Context: an optimization exercise on an open-source flow, tuned for small area and a short achievable clock period. The choices shown serve that exercise and are no tape-out recipe.
Only simulation tests tie the RTL to the original design; equivalence was not proved.

==> inputs of v34 <==
// mdu_sequencer
module mdu_sequencer #(
  parameter int unsigned MULT_CYCLES = 5,
  parameter int unsigned DIV_CYCLES  = 10
) (
  input  logic        clk,
  input  logic        reset,
  input  logic        start,
  input  logic [2:0]  mdu_op,
  input  logic [31:0] a,
  input  logic [31:0] b,
  input  logic        cancel,
  input  logic        d_is_md,
  output logic        busy,
  output logic        stall_md,
  output logic [31:0] hi,
  output logic [31:0] lo
);
==> flow/config.mk <==
export PLATFORM = sky130hd
export DESIGN_NAME = mdu_sequencer
export DESIGN_NICKNAME = mdu_sequencer
export VERILOG_FILES = /design/flow/design.v
export SDC_FILE = /design/flow/constraint.sdc
export NUM_CORES = 4
export LEC_CHECK = 0
export ABC_AREA = 1
export CAP_MARGIN = 20
export CORE_MARGIN = 2
export CORE_UTILIZATION = 40
export CTS_BUF_LIST = sky130_fd_sc_hd__clkbuf_8
export SLEW_MARGIN = 20
==> flow/constraint.sdc <==
create_clock -name core_clock -period 85.0 [get_ports {clk}]
set_input_delay 17.0000 -clock core_clock [delete_from_list [all_inputs] [get_ports {clk}]]
set_output_delay 17.0000 -clock core_clock [all_outputs]
set_load 0.01 [all_outputs]
standard.sh (not shown) runs the stock make flow with config.mk's settings and CLKGATE_MAP_FILE= SYNTH_SCRIPT=/design/flow/synth_recipe.tcl, a recipe that flattens the netlist after the stock synthesis.
==> flow/flow/run.sh <==
#!/bin/bash
set -e
export BUFFER_PORTS_ARGS="-buffer_cell sky130_fd_sc_hd__buf_1"
bash standard.sh > standard_flow.log 2>&1
==> v27 (differences from v34) <==
--- a/flow/design.v
+++ b/flow/design.v
@@ -13,18 +13,18 @@
   output logic        busy,
   output logic        stall_md,
   output logic [31:0] hi,
   output logic [31:0] lo
 );
   localparam int W = 36;
-  localparam int BS = 10;
+  localparam int BS = 9;
   logic cancel_w;
   assign cancel_w = cancel;
   logic          busy_q, fin_q;
   logic [3:0]    cyc_q;
-  logic          mul_q, sgn_q, sa_q, e_q;
+  logic          mul_q, sgn_q, sa_q, c8_q, take_q;
   logic [31:0]   d_q;
   logic [33:0]   r_q;    
   logic [35:0]   q_q;
   logic [31:0]   hi_q, lo_q;
   function automatic logic [W-1:0] add_row(input logic [W-1:0] x, input logic [W-1:0] y,
                                            input logic ci);
@@ -65,70 +65,65 @@
     single = b1 ^ b0;
     double = (b2 & ~b1 & ~b0) | (~b2 & b1 & b0);
     ng     = b2 & ~(b1 & b0);
     booth = {ng, double, single};
   endfunction
   logic [2:0] bd1, bd2, bd3, bd4;
-  assign bd1 = booth(q_q[1], q_q[0], e_q);
-  assign bd2 = booth(q_q[3], q_q[2], q_q[1]);
-  assign bd3 = booth(q_q[5], q_q[4], q_q[3]);
-  assign bd4 = booth(q_q[7], q_q[6], q_q[5]);
+  assign bd1 = booth(q_q[3], q_q[2], q_q[1]);
+  assign bd2 = booth(q_q[5], q_q[4], q_q[3]);
+  assign bd3 = booth(q_q[7], q_q[6], q_q[5]);
+  assign bd4 = booth(q_q[9], q_q[8], q_q[7]);
   logic [W-1:0] x1, x2, x3, x4, s1, s2, s3, s4, o1, o2, o3, o4;
   logic sub1, sub2, sub3, sub4;
   logic take, zr, zt, negr, inc;
-  logic c1a, c1b, c1c, n1, c2a, c2b, c2c, n2, c3a, c3b, n3, c4a, c4b, n4;
+  logic c1a, c1b, c1c, n1, c2a, c2b, n2, c3a, c3b, n3, c4a, c4b, n4;
   assign x1   = {{(W-34){r_q[33]}}, r_q};
   assign sub1 = ~(x1[W-1] ^ dsign);
   always_comb begin
     c1a = 1'b0; c1b = 1'b0; c1c = 1'b0; n1 = 1'b0;
     if (!mul_q) begin
-      c1a = ~fin; c1b = fin; n1 = sub1;
+      if (!fin) begin c1a = 1'b1; n1 = sub1; end
+      else      begin c1b = ~take_q; n1 = ~take_q & ~q_q[2]; end
     end else if (!fin) begin
       c1b = bd1[0]; c1c = bd1[1]; n1 = bd1[2];
     end else begin
-      c1b = ~sgn_q & e_q;
+      c1b = ~sgn_q & q_q[1];
     end
   end
   assign s1 = add_row(x1, ysel(dx, c1a, c1b, c1c, n1), n1);
   assign o1 = (mul_q && !fin) ? {{3{s1[W-1]}}, s1[W-1:3]} : {s1[W-2:0], q_q[34]};
-  assign negr = r_q[33];
-  assign zr   = ~|r_q[33:1];
-  assign zt   = ~|s1[W-1:1];
-  assign take = (~sa_q & negr) | (sa_q & ~negr & ~zr) | (sa_q & negr & zt);
   assign x2   = o1;
   assign sub2 = ~(x2[W-2] ^ dsign);
-  always_comb begin
-    c2a = 1'b0; c2b = 1'b0; c2c = 1'b0; n2 = 1'b0;
-    if (!mul_q) begin
-      if (!fin) begin c2a = 1'b1; n2 = sub2; end
-      else      begin c2c = ~take; n2 = ~take & ~sub1; end
-    end else if (!fin) begin
-      c2a = bd2[0]; c2b = bd2[1]; n2 = bd2[2];
-    end
-  end
-  assign s2 = add_row(x2, ysel(dx, c2a, c2b, c2c, n2), n2);
-  assign o2 = mul_q ? {{3{s2[W-2]}}, s2[W-2:2]} : {s2[W-3], s2[W-3:0], q_q[33]};
+  assign c2a  = ~fin & (mul_q ? bd2[0] : 1'b1);
+  assign c2b  = ~fin & mul_q & bd2[1];
+  assign n2   = ~fin & (mul_q ? bd2[2] : sub2);
+  assign s2   = add_row(x2, ysel(dx, c2a, c2b, 1'b0, n2), n2);
+  assign o2   = mul_q ? {{3{s2[W-2]}}, s2[W-2:2]} : {s2[W-3], s2[W-3:0], q_q[33]};
   assign x3   = o2;
   assign sub3 = ~(x3[W-2] ^ dsign);
-  assign c3a  = ~fin & (mul_q ? bd3[0] : 1'b1);
-  assign c3b  = ~fin & mul_q & bd3[1];
+  assign c3a  = ~fin & (mul_q ? bd3[0] : ~c8_q);
+  assign c3b  = ~fin & (mul_q ? bd3[1] : c8_q);
   assign n3   = ~fin & (mul_q ? bd3[2] : sub3);
-  assign s3   = add_row(fin ? {5'd0, q_q[31:1]} : x3, ysel(dx, c3a, c3b, 1'b0, n3), n3 | inc);
+  assign s3   = add_row(fin ? {5'd0, q_q[33:3]} : x3, ysel(dx, c3a, c3b, 1'b0, n3), n3 | inc);
   assign o3   = mul_q ? {{3{s3[W-2]}}, s3[W-2:2]} : {s3[W-3], s3[W-3:0], q_q[32]};
   assign x4   = o3;
   assign sub4 = ~(x4[W-2] ^ dsign);
-  assign c4a  = mul_q ? bd4[0] : 1'b1;
+  assign c4a  = mul_q ? bd4[0] : ~c8_q;
   assign c4b  = mul_q & bd4[1];
-  assign n4   = mul_q ? bd4[2] : sub4;
+  assign n4   = mul_q ? bd4[2] : sub4 & ~c8_q;
   assign s4   = add_row(x4, ysel(dx, c4a, c4b, 1'b0, n4), n4);
-  assign o4   = mul_q ? {{2{s4[W-2]}}, s4[W-2:1]} : {s4[W-2:0], q_q[31]};
+  assign o4   = (mul_q || c8_q) ? {{2{s4[W-2]}}, s4[W-2:1]} : {s4[W-2:0], q_q[31]};
   logic [3:0] dg;
   assign dg = {~(s1[W-2] ^ dsign), ~(s2[W-2] ^ dsign), ~(s3[W-2] ^ dsign), ~(s4[W-2] ^ dsign)};
+  assign negr = s2[W-2];
+  assign zr   = ~|s2[W-2:0];
+  assign zt   = ~|s3[W-2:1];
+  assign take = (~sa_q & negr) | (sa_q & ~negr & ~zr) | (sa_q & negr & zt);
   logic [31:0] lo_res, hi_res;
-  assign inc    = fin & ~mul_q & take & q_q[0];
-  assign lo_res = {s3[30:0], mul_q ? q_q[0] : ~take};
+  assign inc    = fin & ~mul_q & take_q & q_q[2];
+  assign lo_res = {s3[30:0], mul_q ? q_q[2] : ~take_q};
   assign hi_res = s2[33:2];
   logic st, commit, dz;
   assign st     = start & ~busy_q & ~cancel_w;
   assign dz     = ~|d_q;
   assign commit = busy_q & fin & ~cancel_w & (mul_q | ~dz);
   always_ff @(posedge clk or negedge reset) begin
@@ -151,22 +146,24 @@
       fin_q <= 1'b0;
       mul_q <= ~mdu_op[1];
       sgn_q <= ~mdu_op[0];
       sa_q  <= a[31] & ~mdu_op[0];
       d_q   <= b;
       r_q   <= {34{a[31] & ~mdu_op[0] & mdu_op[1]}};
-      q_q   <= {{4{a[31] & ~mdu_op[0]}}, a};
-      e_q   <= 1'b0;
+      q_q   <= {{2{a[31] & ~mdu_op[0]}}, a, 2'b00};
+      c8_q  <= 1'b0;
     end else begin
       cyc_q <= cyc_q + 4'd1;
       fin_q <= mul_q ? (cyc_q == 4'd3) : (cyc_q == 4'd8);
+      c8_q  <= ~mul_q & (cyc_q == 4'd7);
+      take_q <= take;
       r_q   <= o4[33:0];
-      q_q[35:32] <= q_q[31:28];
-      q_q[31:0]  <= mul_q ? {s4[1:0], s3[1:0], s2[1:0], s1[2:1], q_q[31:8]}
-                          : {q_q[27:0], dg};
-      e_q   <= q_q[7];
+      q_q[35:34] <= q_q[31:30];
+      q_q[33:1]  <= mul_q ? {s4[1:0], s3[1:0], s2[1:0], s1[2:1], q_q[33:9]}
+                          : {q_q[29:0], dg[3:1]};
+      q_q[0]     <= dg[0];
     end
   end
   assign busy     = busy_q;
   assign stall_md = d_is_md & (start | busy_q);
   assign hi       = hi_q;
   assign lo       = lo_q;
==> flow/flow/run.sh (replaced) <==
#!/bin/bash
# The standard ORFS layout with these changes:
#  - ABC maps with its area-oriented standard-cell mapper (amap) instead of
#    "map -B 0.9" (a private copy of the ORFS scripts with only
#    abc_area.script replaced; registers and all other steps unchanged);
#  - port buffers use the smallest plain buffer (buf_1).
set -e
rm -rf orfs_scripts
cp -r "$FLOW_HOME/scripts" orfs_scripts
cp flow/abc_area.script orfs_scripts/abc_area.script
export SCRIPTS_DIR="$PWD/orfs_scripts"
export BUFFER_PORTS_ARGS="-buffer_cell sky130_fd_sc_hd__buf_1"
export SETUP_SLACK_MARGIN=50.6
bash standard.sh > standard_flow.log 2>&1
==> flow/flow/abc_area.script (new file) <==
strash
dch
amap
topo
stime -c
buffer -c
upsize -c
dnsize -c
==> v8 (differences from v34) <==
--- a/flow/design.v
+++ b/flow/design.v
@@ -13,20 +13,20 @@
   output logic        busy,
   output logic        stall_md,
   output logic [31:0] hi,
   output logic [31:0] lo
 );
   localparam int W = 36;
-  localparam int BS = 10;
+  localparam int BS = 12;
   logic cancel_w;
   assign cancel_w = cancel;
   logic          busy_q, fin_q;
   logic [3:0]    cyc_q;
   logic          mul_q, sgn_q, sa_q, e_q;
   logic [31:0]   d_q;
-  logic [33:0]   r_q;    
+  logic [W-1:0]  r_q;
   logic [35:0]   q_q;
   logic [31:0]   hi_q, lo_q;
   function automatic logic [W-1:0] add_row(input logic [W-1:0] x, input logic [W-1:0] y,
                                            input logic ci);
     logic [W/BS+1:0] gb;
     logic [W-1:0] s0, s;
@@ -73,13 +73,13 @@
   assign bd3 = booth(q_q[5], q_q[4], q_q[3]);
   assign bd4 = booth(q_q[7], q_q[6], q_q[5]);
   logic [W-1:0] x1, x2, x3, x4, s1, s2, s3, s4, o1, o2, o3, o4;
   logic sub1, sub2, sub3, sub4;
   logic take, zr, zt, negr, inc;
   logic c1a, c1b, c1c, n1, c2a, c2b, c2c, n2, c3a, c3b, n3, c4a, c4b, n4;
-  assign x1   = {{(W-34){r_q[33]}}, r_q};
+  assign x1   = r_q;
   assign sub1 = ~(x1[W-1] ^ dsign);
   always_comb begin
     c1a = 1'b0; c1b = 1'b0; c1c = 1'b0; n1 = 1'b0;
     if (!mul_q) begin
       c1a = ~fin; c1b = fin; n1 = sub1;
     end else if (!fin) begin
@@ -87,43 +87,43 @@
     end else begin
       c1b = ~sgn_q & e_q;
     end
   end
   assign s1 = add_row(x1, ysel(dx, c1a, c1b, c1c, n1), n1);
   assign o1 = (mul_q && !fin) ? {{3{s1[W-1]}}, s1[W-1:3]} : {s1[W-2:0], q_q[34]};
-  assign negr = r_q[33];
-  assign zr   = ~|r_q[33:1];
+  assign negr = r_q[W-1];
+  assign zr   = ~|r_q[W-1:1];
   assign zt   = ~|s1[W-1:1];
   assign take = (~sa_q & negr) | (sa_q & ~negr & ~zr) | (sa_q & negr & zt);
   assign x2   = o1;
-  assign sub2 = ~(x2[W-2] ^ dsign);
+  assign sub2 = ~(x2[W-1] ^ dsign);
   always_comb begin
     c2a = 1'b0; c2b = 1'b0; c2c = 1'b0; n2 = 1'b0;
     if (!mul_q) begin
       if (!fin) begin c2a = 1'b1; n2 = sub2; end
       else      begin c2c = ~take; n2 = ~take & ~sub1; end
     end else if (!fin) begin
       c2a = bd2[0]; c2b = bd2[1]; n2 = bd2[2];
     end
   end
   assign s2 = add_row(x2, ysel(dx, c2a, c2b, c2c, n2), n2);
-  assign o2 = mul_q ? {{3{s2[W-2]}}, s2[W-2:2]} : {s2[W-3], s2[W-3:0], q_q[33]};
+  assign o2 = mul_q ? {{2{s2[W-1]}}, s2[W-1:2]} : {s2[W-2:0], q_q[33]};
   assign x3   = o2;
-  assign sub3 = ~(x3[W-2] ^ dsign);
+  assign sub3 = ~(x3[W-1] ^ dsign);
   assign c3a  = ~fin & (mul_q ? bd3[0] : 1'b1);
   assign c3b  = ~fin & mul_q & bd3[1];
   assign n3   = ~fin & (mul_q ? bd3[2] : sub3);
   assign s3   = add_row(fin ? {5'd0, q_q[31:1]} : x3, ysel(dx, c3a, c3b, 1'b0, n3), n3 | inc);
-  assign o3   = mul_q ? {{3{s3[W-2]}}, s3[W-2:2]} : {s3[W-3], s3[W-3:0], q_q[32]};
+  assign o3   = mul_q ? {{2{s3[W-1]}}, s3[W-1:2]} : {s3[W-2:0], q_q[32]};
   assign x4   = o3;
-  assign sub4 = ~(x4[W-2] ^ dsign);
+  assign sub4 = ~(x4[W-1] ^ dsign);
   assign c4a  = mul_q ? bd4[0] : 1'b1;
   assign c4b  = mul_q & bd4[1];
   assign n4   = mul_q ? bd4[2] : sub4;
   assign s4   = add_row(x4, ysel(dx, c4a, c4b, 1'b0, n4), n4);
-  assign o4   = mul_q ? {{2{s4[W-2]}}, s4[W-2:1]} : {s4[W-2:0], q_q[31]};
+  assign o4   = mul_q ? {s4[W-1], s4[W-1:1]} : {s4[W-2:0], q_q[31]};
   logic [3:0] dg;
   assign dg = {~(s1[W-2] ^ dsign), ~(s2[W-2] ^ dsign), ~(s3[W-2] ^ dsign), ~(s4[W-2] ^ dsign)};
   logic [31:0] lo_res, hi_res;
   assign inc    = fin & ~mul_q & take & q_q[0];
   assign lo_res = {s3[30:0], mul_q ? q_q[0] : ~take};
   assign hi_res = s2[33:2];
@@ -150,19 +150,19 @@
       cyc_q <= 4'd0;
       fin_q <= 1'b0;
       mul_q <= ~mdu_op[1];
       sgn_q <= ~mdu_op[0];
       sa_q  <= a[31] & ~mdu_op[0];
       d_q   <= b;
-      r_q   <= {34{a[31] & ~mdu_op[0] & mdu_op[1]}};
+      r_q   <= {W{a[31] & ~mdu_op[0] & mdu_op[1]}};
       q_q   <= {{4{a[31] & ~mdu_op[0]}}, a};
       e_q   <= 1'b0;
     end else begin
       cyc_q <= cyc_q + 4'd1;
       fin_q <= mul_q ? (cyc_q == 4'd3) : (cyc_q == 4'd8);
-      r_q   <= o4[33:0];
+      r_q   <= o4;
       q_q[35:32] <= q_q[31:28];
       q_q[31:0]  <= mul_q ? {s4[1:0], s3[1:0], s2[1:0], s1[2:1], q_q[31:8]}
                           : {q_q[27:0], dg};
       e_q   <= q_q[7];
     end
   end
--- a/flow/config.mk
+++ b/flow/config.mk
@@ -6,8 +6,7 @@
 export NUM_CORES = 4
 export LEC_CHECK = 0
 export ABC_AREA = 1
 export CAP_MARGIN = 20
 export CORE_MARGIN = 2
 export CORE_UTILIZATION = 40
-export CTS_BUF_LIST = sky130_fd_sc_hd__clkbuf_8
 export SLEW_MARGIN = 20
==> v7 (differences from v34) <==
--- a/flow/design.v
+++ b/flow/design.v
@@ -13,20 +13,20 @@
   output logic        busy,
   output logic        stall_md,
   output logic [31:0] hi,
   output logic [31:0] lo
 );
   localparam int W = 36;
-  localparam int BS = 10;
+  localparam int BS = 12;
   logic cancel_w;
   assign cancel_w = cancel;
   logic          busy_q, fin_q;
   logic [3:0]    cyc_q;
   logic          mul_q, sgn_q, sa_q, e_q;
   logic [31:0]   d_q;
-  logic [33:0]   r_q;    
+  logic [W-1:0]  r_q;
   logic [35:0]   q_q;
   logic [31:0]   hi_q, lo_q;
   function automatic logic [W-1:0] add_row(input logic [W-1:0] x, input logic [W-1:0] y,
                                            input logic ci);
     logic [W/BS+1:0] gb;
     logic [W-1:0] s0, s;
@@ -73,13 +73,13 @@
   assign bd3 = booth(q_q[5], q_q[4], q_q[3]);
   assign bd4 = booth(q_q[7], q_q[6], q_q[5]);
   logic [W-1:0] x1, x2, x3, x4, s1, s2, s3, s4, o1, o2, o3, o4;
   logic sub1, sub2, sub3, sub4;
   logic take, zr, zt, negr, inc;
   logic c1a, c1b, c1c, n1, c2a, c2b, c2c, n2, c3a, c3b, n3, c4a, c4b, n4;
-  assign x1   = {{(W-34){r_q[33]}}, r_q};
+  assign x1   = r_q;
   assign sub1 = ~(x1[W-1] ^ dsign);
   always_comb begin
     c1a = 1'b0; c1b = 1'b0; c1c = 1'b0; n1 = 1'b0;
     if (!mul_q) begin
       c1a = ~fin; c1b = fin; n1 = sub1;
     end else if (!fin) begin
@@ -87,43 +87,43 @@
     end else begin
       c1b = ~sgn_q & e_q;
     end
   end
   assign s1 = add_row(x1, ysel(dx, c1a, c1b, c1c, n1), n1);
   assign o1 = (mul_q && !fin) ? {{3{s1[W-1]}}, s1[W-1:3]} : {s1[W-2:0], q_q[34]};
-  assign negr = r_q[33];
-  assign zr   = ~|r_q[33:1];
+  assign negr = r_q[W-1];
+  assign zr   = ~|r_q[W-1:1];
   assign zt   = ~|s1[W-1:1];
   assign take = (~sa_q & negr) | (sa_q & ~negr & ~zr) | (sa_q & negr & zt);
   assign x2   = o1;
-  assign sub2 = ~(x2[W-2] ^ dsign);
+  assign sub2 = ~(x2[W-1] ^ dsign);
   always_comb begin
     c2a = 1'b0; c2b = 1'b0; c2c = 1'b0; n2 = 1'b0;
     if (!mul_q) begin
       if (!fin) begin c2a = 1'b1; n2 = sub2; end
       else      begin c2c = ~take; n2 = ~take & ~sub1; end
     end else if (!fin) begin
       c2a = bd2[0]; c2b = bd2[1]; n2 = bd2[2];
     end
   end
   assign s2 = add_row(x2, ysel(dx, c2a, c2b, c2c, n2), n2);
-  assign o2 = mul_q ? {{3{s2[W-2]}}, s2[W-2:2]} : {s2[W-3], s2[W-3:0], q_q[33]};
+  assign o2 = mul_q ? {{2{s2[W-1]}}, s2[W-1:2]} : {s2[W-2:0], q_q[33]};
   assign x3   = o2;
-  assign sub3 = ~(x3[W-2] ^ dsign);
+  assign sub3 = ~(x3[W-1] ^ dsign);
   assign c3a  = ~fin & (mul_q ? bd3[0] : 1'b1);
   assign c3b  = ~fin & mul_q & bd3[1];
   assign n3   = ~fin & (mul_q ? bd3[2] : sub3);
   assign s3   = add_row(fin ? {5'd0, q_q[31:1]} : x3, ysel(dx, c3a, c3b, 1'b0, n3), n3 | inc);
-  assign o3   = mul_q ? {{3{s3[W-2]}}, s3[W-2:2]} : {s3[W-3], s3[W-3:0], q_q[32]};
+  assign o3   = mul_q ? {{2{s3[W-1]}}, s3[W-1:2]} : {s3[W-2:0], q_q[32]};
   assign x4   = o3;
-  assign sub4 = ~(x4[W-2] ^ dsign);
+  assign sub4 = ~(x4[W-1] ^ dsign);
   assign c4a  = mul_q ? bd4[0] : 1'b1;
   assign c4b  = mul_q & bd4[1];
   assign n4   = mul_q ? bd4[2] : sub4;
   assign s4   = add_row(x4, ysel(dx, c4a, c4b, 1'b0, n4), n4);
-  assign o4   = mul_q ? {{2{s4[W-2]}}, s4[W-2:1]} : {s4[W-2:0], q_q[31]};
+  assign o4   = mul_q ? {s4[W-1], s4[W-1:1]} : {s4[W-2:0], q_q[31]};
   logic [3:0] dg;
   assign dg = {~(s1[W-2] ^ dsign), ~(s2[W-2] ^ dsign), ~(s3[W-2] ^ dsign), ~(s4[W-2] ^ dsign)};
   logic [31:0] lo_res, hi_res;
   assign inc    = fin & ~mul_q & take & q_q[0];
   assign lo_res = {s3[30:0], mul_q ? q_q[0] : ~take};
   assign hi_res = s2[33:2];
@@ -150,19 +150,19 @@
       cyc_q <= 4'd0;
       fin_q <= 1'b0;
       mul_q <= ~mdu_op[1];
       sgn_q <= ~mdu_op[0];
       sa_q  <= a[31] & ~mdu_op[0];
       d_q   <= b;
-      r_q   <= {34{a[31] & ~mdu_op[0] & mdu_op[1]}};
+      r_q   <= {W{a[31] & ~mdu_op[0] & mdu_op[1]}};
       q_q   <= {{4{a[31] & ~mdu_op[0]}}, a};
       e_q   <= 1'b0;
     end else begin
       cyc_q <= cyc_q + 4'd1;
       fin_q <= mul_q ? (cyc_q == 4'd3) : (cyc_q == 4'd8);
-      r_q   <= o4[33:0];
+      r_q   <= o4;
       q_q[35:32] <= q_q[31:28];
       q_q[31:0]  <= mul_q ? {s4[1:0], s3[1:0], s2[1:0], s1[2:1], q_q[31:8]}
                           : {q_q[27:0], dg};
       e_q   <= q_q[7];
     end
   end
==> flow/run.sh (new file) <==
#!/bin/bash
# synth_recipe.tcl (not shown) runs the flow's synth.tcl, then flattens the netlist and writes it again
# the make line also repeats each setting of config.mk as NAME=value (left out here)
make -C /OpenROAD-flow-scripts/flow DESIGN_CONFIG=/design/flow/config.mk WORK_HOME=/design/flow/orfs CLKGATE_MAP_FILE= SYNTH_SCRIPT=/design/flow/synth_recipe.tcl finish
==> flow/config.mk (replaced) <==
export PLATFORM = sky130hd
export DESIGN_NAME = mdu_sequencer
export DESIGN_NICKNAME = mdu_sequencer
export VERILOG_FILES = /design/flow/design.v
export SDC_FILE = /design/flow/constraint.sdc
export NUM_CORES = 4
export LEC_CHECK = 0
export CAP_MARGIN = 20
export CORE_MARGIN = 2
export CORE_UTILIZATION = 40
export SLEW_MARGIN = 20
removed: flow/flow/run.sh
removed: flow/standard.sh
==> notes <==
Worst hold slack, lowest first: v27, v34, v7, v8.
Sequential share of layout area: v27 is higher than v34 (1.4 points).
In v34 the maximum frequency is larger than in v7, by about 2.2%.
The highest via count belongs to v34, the lowest to v7.
v8 produced a clean layout. v27 finished with timing, DRC and antenna clean. v7 went through all stages and came out clean. v34 went through all stages and came out clean.
Wire length, highest first: v8, v34, v7, v27.
In critical path depth, v7 and v34 do not differ.
Against v27, the design area of v34 is larger by 5.3%.
==> figures <==
| metric | v34 | v7 | v8 | v27 |
|---|---|---|---|---|
| Metal1 wirelength | 25500 microns | 24800 microns | 26500 microns | 23600 microns |
| Initial Util | 40.5% | 40.4% | 40.6% | 40.6% |
| DRT Wirelength | 60500 microns | 59100 microns | 61600 microns | 58200 microns |
| Sequential portion of the cell area | 23.9% | 22.6% | 23.9% | 25.3% |
| Number of DRC markers in iteration 0 | 1894 | 1980 | 1800 | 1845 |
| Fraction of final layout cells with drive strength greater than 1 | 7.54% | 6.80% | 7.50% | 8.07% |
| Final cell count without fillers | 2620 | 2370 | 2618 | 2388 |
| Outcome | finished clean | finished clean | finished clean | finished clean |
| Clock buf count | 17 | 20 | 17 | 19 |
| Largest register FFs | 35 | 36 | 36 | 35 |
| Startpoint of the worst hold path | cyc_q[2]$_SDFF_PN0_ | cyc_q[0]$_SDFF_PN0_ | hi_q[9]$_DFFE_PN0P_ | cyc_q[0]$_SDFF_PN0_ |
| Largest stage delay on the critical path | 0.16 ns | 0.52 ns | 0.16 ns | 0.16 ns |
| Sequential area share after synthesis | 26.0% | 25.7% | 26.2% | 28.3% |
| Hold Path Cell Cnt | 1 | 1 | 2 | 1 |
| Post-Synth XOR/XNOR Area | 9.91% | 12.7% | 9.94% | 0.177% |
| Number of cells after detailed placement | 2588 | 2338 | 2585 | 2341 |
| Multi-input gate count | 1481 | 1408 | 1486 | 1354 |
| Vias in the first global route | 14859 | 14020 | 14750 | 14142 |

[static timing again, ports no longer ideal]
No port has a modelled driver above. Below, the same layouts with a new extraction and two added sets of constraints.
Step 1, drivers: a clkbuf_16 drives clk and a buf_2 each remaining input, both assumed.
Step 2 also shifts input and output timing later by t, the mid clock arrival at the registers, as if the neighbouring blocks saw the same clock.
Slacks: ideal ports / drivers / drivers and shift; pairs: ideal ports / drivers.
run | t (ns) | setup WS [ns] | latest minus earliest clock arrival (ns)
v34 | 0.576 | 50.637 / 50.614 / 50.614 | 0.027 / 0.026
v27 | 0.568 | 50.636 / 50.606 / 50.606 | 0.022 / 0.022
v8 | 0.522 | 50.625 / 50.605 / 50.605 | 0.013 / 0.014
v7 | 0.516 | 49.879 / 49.854 / 49.854 | 0.018 / 0.019
After both steps setup and hold are still met in every run listed. For v27, which loses most, drivers alone change the setup slack by -0.030 ns; drivers and shift together by -0.030 ns.
